Source: an optimization exercise on an open RTL-to-GDS flow (aim: small area, a short achievable clock period and few clock cycles per item). Production flows keep margins and buffers that such runs may drop. In this exercise RTL edits were held to simulation tests only and were not proved equivalent to the original. Power figures rest on the tool's default switching activity, not on a simulated workload.

<file path="flow/design.v">
`timescale 1ns/1ps
`default_nettype none
package alu_types_pkg;
	typedef logic [32-1:0] word_t;
	typedef logic [$clog2(32)-1:0] shamt_t;  
	typedef enum logic [6-1:0] {
		SLL    = 6'b000000,
		SRL    = 6'b000010,
		SRA    = 6'b000011,
		SLLV   = 6'b000100,
		SRLV   = 6'b000110,
		SRAV   = 6'b000111,
		JR     = 6'b001000,
		JALR   = 6'b001001,
		MFHI   = 6'b010000,
		MTHI   = 6'b010001,
		MFLO   = 6'b010010,
		MTLO   = 6'b010011,
		MULT   = 6'b011000,
		MULTU  = 6'b011001,
		DIV    = 6'b011010,
		DIVU   = 6'b011011,
		ADD    = 6'b100000,
		ADDU   = 6'b100001,
		SUB    = 6'b100010,
		SUBU   = 6'b100011,
		AND    = 6'b100100,
		OR     = 6'b100101,
		XOR    = 6'b100110,
		NOR    = 6'b100111,
		SLT    = 6'b101010,
		SLTU   = 6'b101011,
		LUI    = 6'b101100,
		PASS_A = 6'b111110,  
		PASS_B = 6'b111111   
	} alu_op_e;
endpackage
`default_nettype wire
`timescale 1ns/1ps
`default_nettype none
package muldiv_pkg;
	typedef enum logic {
		IDLE = 1'b0,
		RUN  = 1'b1
	} muldiv_state_e;
	typedef enum logic [1:0] {
		NONE = 2'b00,
		MULT = 2'b01,
		DIV  = 2'b10,
		MOVE = 2'b11
	} hilo_src_e;
endpackage
`default_nettype wire
`timescale 1ns/1ps
`default_nettype none
module alu_core (
	input  alu_types_pkg::alu_op_e op,
	input  alu_types_pkg::word_t   operand_a,
	input  alu_types_pkg::word_t   operand_b,
	input  alu_types_pkg::word_t   hi_value,
	input  alu_types_pkg::word_t   lo_value,
	output alu_types_pkg::word_t   result
);
	alu_types_pkg::shamt_t shamt;
	alu_types_pkg::word_t  sum;
	alu_types_pkg::word_t  diff;
	assign shamt = operand_a[$clog2(32)-1:0];
	assign sum  = operand_a + operand_b;
	assign diff = operand_a - operand_b;
	always_comb begin
		result = '0;  
		case (op)
			alu_types_pkg::SLL,
			alu_types_pkg::SLLV: begin
				result = operand_b << shamt;
			end
			alu_types_pkg::SRL,
			alu_types_pkg::SRLV: begin
				result = operand_b >> shamt;
			end
			alu_types_pkg::SRA,
			alu_types_pkg::SRAV: begin
				result = $signed(operand_b) >>> shamt;  
			end
			alu_types_pkg::JR,
			alu_types_pkg::JALR,
			alu_types_pkg::PASS_B: begin
				result = operand_b;
			end
			alu_types_pkg::PASS_A: begin
				result = operand_a;
			end
			alu_types_pkg::MFHI: begin
				result = hi_value;
			end
			alu_types_pkg::MFLO: begin
				result = lo_value;
			end
			alu_types_pkg::ADD,
			alu_types_pkg::ADDU: begin
				result = sum;
			end
			alu_types_pkg::SUB,
			alu_types_pkg::SUBU: begin
				result = diff;
			end
			alu_types_pkg::AND: result = operand_a & operand_b;
			alu_types_pkg::OR:  result = operand_a | operand_b;
			alu_types_pkg::XOR: result = operand_a ^ operand_b;
			alu_types_pkg::NOR: result = ~(operand_a | operand_b);
			alu_types_pkg::SLT: begin
				result = {{(32-1){1'b0}}, ($signed(operand_a) < $signed(operand_b))};
			end
			alu_types_pkg::SLTU: begin
				result = {{(32-1){1'b0}}, (operand_a < operand_b)};
			end
			alu_types_pkg::LUI: begin
				result = operand_b << (32 / 2);  
			end
			default: begin
				result = '0;
			end
		endcase
	end
endmodule
`default_nettype wire
`timescale 1ns/1ps
`default_nettype none
module iterative_multiplier (
	input wire   clk,
	input wire   arst_n,
	input  wire                  bus_start,      
	input  wire                  bus_is_signed,
	input  alu_types_pkg::word_t bus_operand_a,
	input  alu_types_pkg::word_t bus_operand_b,
	output logic                 bus_busy,
	output logic                 bus_done,       
	output alu_types_pkg::word_t bus_hi,
	output alu_types_pkg::word_t bus_lo
);
	localparam int PROD_W = 2 * 32;
	localparam int CNT_W  = $clog2(32);
	localparam logic [CNT_W-1:0] LAST_STEP = CNT_W'(32 - 1);
	muldiv_pkg::muldiv_state_e state;
	logic [CNT_W-1:0]          count;
	logic [PROD_W-1:0]         mcand;     
	alu_types_pkg::word_t      mplier;    
	logic [PROD_W-1:0]         acc;
	logic                      negate;    
	logic [PROD_W-1:0]         acc_next;
	logic [PROD_W-1:0]         product;
	assign acc_next = mplier[0] ? acc + mcand : acc;
	assign product  = negate ? -acc_next : acc_next;
	always_ff @(posedge clk or negedge arst_n) begin
		if (!arst_n) begin
			state <= muldiv_pkg::IDLE;
			count <= '0;
		end else if (state == muldiv_pkg::IDLE) begin
			if (bus_start) begin
				state <= muldiv_pkg::RUN;
				count <= '0;
			end
		end else begin
			count <= count + 1'b1;
			if (count == LAST_STEP)
				state <= muldiv_pkg::IDLE;
		end
	end
	always_ff @(posedge clk) begin
		if (state == muldiv_pkg::IDLE) begin
			acc    <= '0;
			negate <= bus_is_signed && (bus_operand_a[32-1] ^ bus_operand_b[32-1]);
			mcand  <= {{32{1'b0}},
				(bus_is_signed && bus_operand_a[32-1]) ? -bus_operand_a : bus_operand_a};
			mplier <= (bus_is_signed && bus_operand_b[32-1]) ? -bus_operand_b
				: bus_operand_b;
		end else begin
			acc    <= acc_next;
			mcand  <= mcand << 1;
			mplier <= mplier >> 1;
		end
	end
	assign bus_busy = (state == muldiv_pkg::RUN);
	assign bus_done = (state == muldiv_pkg::RUN) && (count == LAST_STEP);
	assign bus_hi   = product[PROD_W-1:32];
	assign bus_lo   = product[32-1:0];
endmodule
`default_nettype wire
`timescale 1ns/1ps
`default_nettype none
module iterative_divider (
	input wire   clk,
	input wire   arst_n,
	input  wire                  bus_start,      
	input  wire                  bus_is_signed,
	input  alu_types_pkg::word_t bus_operand_a,
	input  alu_types_pkg::word_t bus_operand_b,
	output logic                 bus_busy,
	output logic                 bus_done,       
	output alu_types_pkg::word_t bus_hi,
	output alu_types_pkg::word_t bus_lo
);
	localparam int CNT_W = $clog2(32);
	localparam logic [CNT_W-1:0] LAST_STEP = CNT_W'(32 - 1);
	muldiv_pkg::muldiv_state_e state;
	logic [CNT_W-1:0]          count;
	alu_types_pkg::word_t      rem;        
	alu_types_pkg::word_t      quo;        
	alu_types_pkg::word_t      divisor;    
	logic                      neg_quo;
	logic                      neg_rem;    
	logic                      div_zero;
	logic [32:0]       shifted;
	logic [32:0]       trial;
	logic                      fits;
	alu_types_pkg::word_t      rem_next;
	alu_types_pkg::word_t      quo_next;
	assign shifted  = {rem, quo[32-1]};
	assign trial    = shifted - {1'b0, divisor};
	assign fits     = !trial[32];  
	assign rem_next = fits ? trial[32-1:0] : shifted[32-1:0];
	assign quo_next = {quo[32-2:0], fits};
	always_ff @(posedge clk or negedge arst_n) begin
		if (!arst_n) begin
			state <= muldiv_pkg::IDLE;
			count <= '0;
		end else if (state == muldiv_pkg::IDLE) begin
			if (bus_start) begin
				state <= muldiv_pkg::RUN;
				count <= '0;
			end
		end else begin
			count <= count + 1'b1;
			if (count == LAST_STEP)
				state <= muldiv_pkg::IDLE;
		end
	end
	always_ff @(posedge clk) begin
		if (state == muldiv_pkg::IDLE) begin
			rem      <= '0;
			quo      <= (bus_is_signed && bus_operand_a[32-1]) ? -bus_operand_a
				: bus_operand_a;
			divisor  <= (bus_is_signed && bus_operand_b[32-1]) ? -bus_operand_b
				: bus_operand_b;
			neg_quo  <= bus_is_signed && (bus_operand_a[32-1] ^ bus_operand_b[32-1]);
			neg_rem  <= bus_is_signed && bus_operand_a[32-1];
			div_zero <= (bus_operand_b == '0);
		end else begin
			rem <= rem_next;
			quo <= quo_next;
		end
	end
	assign bus_busy = (state == muldiv_pkg::RUN);
	assign bus_done = (state == muldiv_pkg::RUN) && (count == LAST_STEP);
	assign bus_lo   = div_zero ? '1 : (neg_quo ? -quo_next : quo_next);
	assign bus_hi   = neg_rem ? -rem_next : rem_next;
endmodule
`default_nettype wire
`timescale 1ns/1ps
`default_nettype none
module hilo_unit (
	input  wire                           clk,
	input  wire                           arst_n,
	input  wire                           issue,
	input  alu_types_pkg::alu_op_e        op,
	input  alu_types_pkg::word_t          operand_a,
	input  alu_types_pkg::word_t          operand_b,
	output logic                          mul_bus_start,
	output logic                          mul_bus_is_signed,
	output alu_types_pkg::word_t          mul_bus_operand_a,
	output alu_types_pkg::word_t          mul_bus_operand_b,
	input  wire                           mul_bus_busy,
	input  wire                           mul_bus_done,
	input  alu_types_pkg::word_t          mul_bus_hi,
	input  alu_types_pkg::word_t          mul_bus_lo,
	output logic                          div_bus_start,
	output logic                          div_bus_is_signed,
	output alu_types_pkg::word_t          div_bus_operand_a,
	output alu_types_pkg::word_t          div_bus_operand_b,
	input  wire                           div_bus_busy,
	input  wire                           div_bus_done,
	input  alu_types_pkg::word_t          div_bus_hi,
	input  alu_types_pkg::word_t          div_bus_lo,
	output alu_types_pkg::word_t          hi,
	output alu_types_pkg::word_t          lo,
	output logic                          stall
);
	logic                  accept;
	logic                  is_move;
	muldiv_pkg::hilo_src_e pend_src;  
	muldiv_pkg::hilo_src_e wr_src;
	assign stall   = mul_bus_busy | div_bus_busy;
	assign accept  = issue && !stall;
	assign is_move = (op == alu_types_pkg::MTHI) || (op == alu_types_pkg::MTLO);
	assign mul_bus_start     = accept && (op == alu_types_pkg::MULT || op == alu_types_pkg::MULTU);
	assign mul_bus_is_signed = (op == alu_types_pkg::MULT);
	assign mul_bus_operand_a = operand_a;
	assign mul_bus_operand_b = operand_b;
	assign div_bus_start     = accept && (op == alu_types_pkg::DIV || op == alu_types_pkg::DIVU);
	assign div_bus_is_signed = (op == alu_types_pkg::DIV);
	assign div_bus_operand_a = operand_a;
	assign div_bus_operand_b = operand_b;
	always_comb begin
		wr_src = muldiv_pkg::NONE;
		if (accept && is_move)
			wr_src = muldiv_pkg::MOVE;
		else if (pend_src == muldiv_pkg::MULT && mul_bus_done)
			wr_src = muldiv_pkg::MULT;
		else if (pend_src == muldiv_pkg::DIV && div_bus_done)
			wr_src = muldiv_pkg::DIV;
	end
	always_ff @(posedge clk or negedge arst_n) begin
		if (!arst_n) begin
			pend_src <= muldiv_pkg::NONE;
			hi       <= '0;
			lo       <= '0;
		end else begin
			if (mul_bus_start)
				pend_src <= muldiv_pkg::MULT;
			else if (div_bus_start)
				pend_src <= muldiv_pkg::DIV;
			else if (wr_src == muldiv_pkg::MULT || wr_src == muldiv_pkg::DIV)
				pend_src <= muldiv_pkg::NONE;
			case (wr_src)
				muldiv_pkg::MULT: begin
					hi <= mul_bus_hi;
					lo <= mul_bus_lo;
				end
				muldiv_pkg::DIV: begin
					hi <= div_bus_hi;  
					lo <= div_bus_lo;  
				end
				muldiv_pkg::MOVE: begin
					if (op == alu_types_pkg::MTHI)
						hi <= operand_a;
					else
						lo <= operand_a;
				end
				default: begin
				end
			endcase
		end
	end
endmodule
`default_nettype wire
`timescale 1ns/1ps
`default_nettype none
module alu_top (
	input  wire                    clk,
	input  wire                    arst_n,
	input  wire                    issue,
	input  wire [6-1:0] op,
	input  wire [32-1:0]   operand_a,
	input  wire [32-1:0]   operand_b,
	output logic [32-1:0]  result,
	output logic [32-1:0]  hi,
	output logic [32-1:0]  lo,
	output logic                   stall
);
	alu_types_pkg::alu_op_e op_e;
	logic                 mul_start, mul_is_signed, mul_busy, mul_done;
	alu_types_pkg::word_t mul_a, mul_b, mul_hi, mul_lo;
	logic                 div_start, div_is_signed, div_busy, div_done;
	alu_types_pkg::word_t div_a, div_b, div_hi, div_lo;
	assign op_e = alu_types_pkg::alu_op_e'(op);
	alu_core u_alu_core (
		.op        (op_e),
		.operand_a (operand_a),
		.operand_b (operand_b),
		.hi_value  (hi),
		.lo_value  (lo),
		.result    (result)
	);
	iterative_multiplier u_multiplier (
		.clk           (clk),
		.arst_n        (arst_n),
		.bus_start     (mul_start),
		.bus_is_signed (mul_is_signed),
		.bus_operand_a (mul_a),
		.bus_operand_b (mul_b),
		.bus_busy      (mul_busy),
		.bus_done      (mul_done),
		.bus_hi        (mul_hi),
		.bus_lo        (mul_lo)
	);
	iterative_divider u_divider (
		.clk           (clk),
		.arst_n        (arst_n),
		.bus_start     (div_start),
		.bus_is_signed (div_is_signed),
		.bus_operand_a (div_a),
		.bus_operand_b (div_b),
		.bus_busy      (div_busy),
		.bus_done      (div_done),
		.bus_hi        (div_hi),
		.bus_lo        (div_lo)
	);
	hilo_unit u_hilo (
		.clk               (clk),
		.arst_n            (arst_n),
		.issue             (issue),
		.op                (op_e),
		.operand_a         (operand_a),
		.operand_b         (operand_b),
		.mul_bus_start     (mul_start),
		.mul_bus_is_signed (mul_is_signed),
		.mul_bus_operand_a (mul_a),
		.mul_bus_operand_b (mul_b),
		.mul_bus_busy      (mul_busy),
		.mul_bus_done      (mul_done),
		.mul_bus_hi        (mul_hi),
		.mul_bus_lo        (mul_lo),
		.div_bus_start     (div_start),
		.div_bus_is_signed (div_is_signed),
		.div_bus_operand_a (div_a),
		.div_bus_operand_b (div_b),
		.div_bus_busy      (div_busy),
		.div_bus_done      (div_done),
		.div_bus_hi        (div_hi),
		.div_bus_lo        (div_lo),
		.hi                (hi),
		.lo                (lo),
		.stall             (stall)
	);
endmodule
`default_nettype wire
</file>
<file path="flow/constraint.sdc">
create_clock -name core_clock -period 11.0 [get_ports {clk}]
set_input_delay 2.2000 -clock core_clock [delete_from_list [all_inputs] [get_ports {clk}]]
set_output_delay 2.2000 -clock core_clock [all_outputs]
set_load 0.01 [all_outputs]
</file>
<file path="flow/run.sh">
#!/bin/bash
# synth_recipe.tcl (not shown) runs the flow's synth.tcl, then flattens the netlist and writes it again
# the make line also repeats each setting of config.mk as NAME=value (left out here)
make -C /OpenROAD-flow-scripts/flow DESIGN_CONFIG=/design/flow/config.mk WORK_HOME=/design/flow/orfs CLKGATE_MAP_FILE= SYNTH_SCRIPT=/design/flow/synth_recipe.tcl finish
</file>
<file path="flow/config.mk">
export PLATFORM = sky130hd
export DESIGN_NAME = alu_top
export DESIGN_NICKNAME = alu_top
export VERILOG_FILES = /design/flow/design.v
export SDC_FILE = /design/flow/constraint.sdc
export NUM_CORES = 4
export LEC_CHECK = 0
export CAP_MARGIN = 20
export CORE_MARGIN = 2
export CORE_UTILIZATION = 40
export SLEW_MARGIN = 20
</file>
==> results.json <==
{
  "grt_pass1_vias": 33400,
  "most-common-layout-cells": "519 x nand2_1, 497 x o21ai_0, 494 x nor2_1, 300 x a21oi_1, 239 x xnor2_1",
  "post-dp-hpwl_um": 128000,
  "fillers": 8397,
  "setup_violations": 0,
  "ys_seq_elements": 338,
  "die_y_um": 292,
  "portBuffers": 169,
  "status": "no timing/DRC/antenna violations",
  "drcViolationCount": 0,
  "peakVddDrop_uv": 116,
  "grt-ovfl-total": 0,
  "p_seq_share_pct": 31.7,
  "cp.required_ns": 8.80,
  "grt_use_total_pct": 37.0,
  "netlist_instances": 4546,
  "grt_max_degree": 90,
  "vias": 36300,
  "synth-edff-count": 36,
  "rsz0062_at_grt": "no",
  "timing.critical_path.mode_cell": "o21ai_0",
  "post-route-min-period_ns": 9.84,
  "yosysUniqueCellTypes": 116,
  "clkLatencyLatePin_ns": 0.62,
  "combPwrFrac_pct": 42.2,
  "leakage_nw": 14.9,
  "drtPass1Iterations": 9,
  "power_density_mw_per_mm2": 153,
  "whs_ns": 0.402,
  "htree_levels": 2,
  "antenna_found_initial": 16,
  "postCtsResizedCells": 0,
  "clock_sinks": 338,
  "yosys.area.top_type": "dfxtp_1",
  "gp_congestion": 1.05,
  "dieArea_mm2": 0.0852,
  "setup_tns_ns": 0,
  "synth_area_leaders": "dfxtp_1 14%, ha_1 7.6%, o21ai_0 7.5%",
  "final-seq-area_mm2": 0.00753,
  "cts-hold-fix-buffers": 0,
  "worst_setup_path_end_kind": "output pin",
  "rows": 105,
  "async_flop_share_pct": 23.1,
  "avgRoutedWirePerCell_um": 28.8,
  "total_power_w": 0.00568,
  "cts_made_buffers": 43,
  "yosys.area.top_type_share_pct": 13.5,
  "tritoncts": "done",
  "hold_viol": 0,
  "finalCritPeriodShare_pct": 89.4,
  "slew_headroom_pct": 22.5,
  "synthFlopType": "dfxtp_1",
  "worstPathMaxFanout": 8,
  "min_path_type": "flip-flop to flip-flop",
  "cp-start-kind": "input pin",
  "crit_type": "input pin to output pin",
  "worstPathCellList": "clkdlybuf4s50_1 -> buf_4 -> ha_1 -> fa_1 -> o21bai_1 -> a21o_1 -> a211oi_1 -> o21ai_0 -> a31oi_1 -> o21ai_0 -> o41ai_1 -> nor4b_1 -> nor2_1 -> a221oi_1 -> a22oi_1 -> nor2b_1 -> o21ai_0 -> buf_4 -> o211ai_1 -> clkdlybuf4s50_1",
  "nNetsFinal": 4823,
  "crit_family": "compound AO/OA/AOI/OAI gates",
  "netlist_area_mm2": 0.0332,
  "p_clk_share_pct": 26.1,
  "synth_warnings": 4,
  "vias_per_cell": 6.42,
  "clk_pin_slew_worst_paths_ns": 0.09,
  "dr.first_iter.drc_count": 4702,
  "start_util_pct": 40.4,
  "critPathSlowestCell": "clkdlybuf4s50_1",
  "syn_to_final_growth_pct": 12.1,
  "internal_power_w": 0.00318,
  "wirelength_um": 163000,
  "seq_area_frac_synth_pct": 22.7,
  "crit_arrival_ns": 7.64,
  "sw_frac_of_total_pct": 44.0,
  "slowest_delay_ns": 0.58,
  "postSynthNetCount": 4825,
  "drive_above_1_share_pct": 6.56,
  "coreArea_mm2": 0.0821,
  "avgSynthCellArea_um2": 7.30,
  "worst_slew_pin_slew_ns": 1.16,
  "fmax_mhz": 102,
  "multiInputGateArea_mm2": 0.0239,
  "drt.antenna.violating_nets": 0,
  "post_cts_buffers": 0,
  "final_common_cell": "nand2_1",
  "maxCapViolCount": 0,
  "die_width_um": 292,
  "clock_path_buffers": 3,
  "drv_slew": 0,
  "skew_ns": 0.0460,
  "cp.buffers_inverters": 4,
  "cts-root-buf": "clkbuf_16",
  "switchingPower_w": 0.00250,
  "grt_first_pass_wirelength_um": 235000,
  "io_pins": 170
}
## worst paths after layout
check / start / to / slack [ns] / depth (start not counted)
min in group asynchronous: arst_n / u_hilo.hi[27] / 1.55 / 1
hold reg to reg: u_multiplier.mplier[16] / u_multiplier.mplier[15] / 0.40 / 2
max in group asynchronous: arst_n / u_multiplier.state / 8.27 / 2
setup reg to reg: u_divider.quo[31] / u_hilo.hi[24] / 3.62 / 23
hold / removal: u_multiplier.mplier[16] / u_multiplier.mplier[15] / 0.40 / 2
setup / recovery: operand_b[0] / result[0] / 1.16 / 20
## stage by stage
| step | util [%] | cell area (um^2) | setup slack [ns] | std cells |
|---|---|---|---|---|
| CTS | 45.3 | 37200 | 1.26 | 5644 |
| finish | 45.3 | 37200 | 1.16 | 5649 |
| global route | 45.3 | 37200 | 0.884 | 5646 |
| global placement | 43.5 | 35700 | 1.28 | 5569 |
| detailed placement | 43.5 | 35700 | 1.29 | 5569 |
| floorplan | - | 33200 | 2.59 | 4546 |
## routing by layer
| metal | GRT usage [%] | vias up | share of wire, % |
|---|---|---|---|
| met5 | 0 | - | 0.051 |
| met4 | 16.0 | 12 | 4.9 |
| met3 | 10.1 | 354 | 12 |
| met2 | 53.1 | 2073 | 41 |
| met1 | 51.6 | 17300 | 42 |
| li1 | - | 16500 | - |
## cell type report
cell class,count,share of cell area [%]
clock buffers,58,3.26
clock inverters,17,0.542
multi-input cells,3717,64.2
inverters,189,1.91
diodes,5,0.0337
flip-flops and latches,338,20.2
well taps,1070,3.60
repair buffers,255,6.21
## flip-flops by register name, summed over array words and instances (netlist names), 5 cells and up
| name | count |
|---|---|
| u_divider.count | 5 |
| u_divider.divisor | 32 |
| u_divider.quo | 32 |
| u_divider.rem | 32 |
| u_hilo.hi | 32 |
| u_hilo.lo | 32 |
| u_multiplier.acc | 64 |
| u_multiplier.count | 5 |
| u_multiplier.mcand | 64 |
| u_multiplier.mplier | 32 |
## Yosys cell counts (44+ instances only)
cell      number
dfrtp_1       78
mux2i_1      128
o21ai_0      497
or3_1         51
a22oi_1       57
a21oi_1      302
inv_1        180
clkbuf_1     254
ha_1         202
nand3_1       90
dfxtp_1      224
a31oi_1       68
nor2_1       497
nor3_1       106
a21o_1        61
o211ai_1      44
nand2_1      519
xor2_1        59
nand4_1       56
and2_1        64
xnor2_1      239
## cells by family after synthesis
family	Yosys count	synth area share [%]
AO/OA/AOI/OAI	1442	28.0
flip-flops	338	22.7
XOR/XNOR	298	7.87
AND/OR/NAND/NOR	1620	23.0
multiplexers	151	5.02
buffers and inverters	491	5.63
adder cells (fa/ha/maj)	206	7.86
## power by group through the flow
stage | Sequential [W] | Combinational (W) | Clock (W)
floorplan | 0.00165 | 0.00148 | 0
global placement | 0.00181 | 0.00232 | 0
detailed placement | 0.00181 | 0.00232 | 0
finish | 0.00180 | 0.00240 | 0.00148
global route | 0.00181 | 0.00257 | 0.00154
CTS | 0.00178 | 0.00234 | 0.00149
## worst register-to-register path: cells and delay by family (launching register included)
kind            cells  cell delay [ns]
simple gates        5             1.34
compound gates     10             3.09
flops               1             0.60
buf+inv             4             0.71
xor+xnor            1             0.67
fa+ha+maj           3             0.88
Testbench counts, summed over its fixed seeds: cycles 43,520, instrs 12,000.

re-timing with driven ports:
How much do the figures lean on ideal ports? The routed layout below was timed once more, with nothing changed but the port constraints. Step 1: set_driving_cell puts a clkbuf_16 on clk and a buf_2 on each other input, an assumption about the parent block. Step 2 also shifts input and output timing later by t, the mid clock arrival at the registers, as if the neighbouring blocks saw the same clock. Slacks: no drivers / after step 1 / after step 2; pairs: no drivers / after step 1.
t (ns): 0.670
setup WS [ns]: 1.163 / 1.132 / 1.132
hold slack, ns: 0.402 / 0.402 / 0.402
worst setup path after step 2: input to output
pins driven straight from the clock port: 1
After both steps this run still meets setup and hold. For this run, drivers alone change the setup slack by -0.031 ns; drivers and shift together by -0.031 ns.
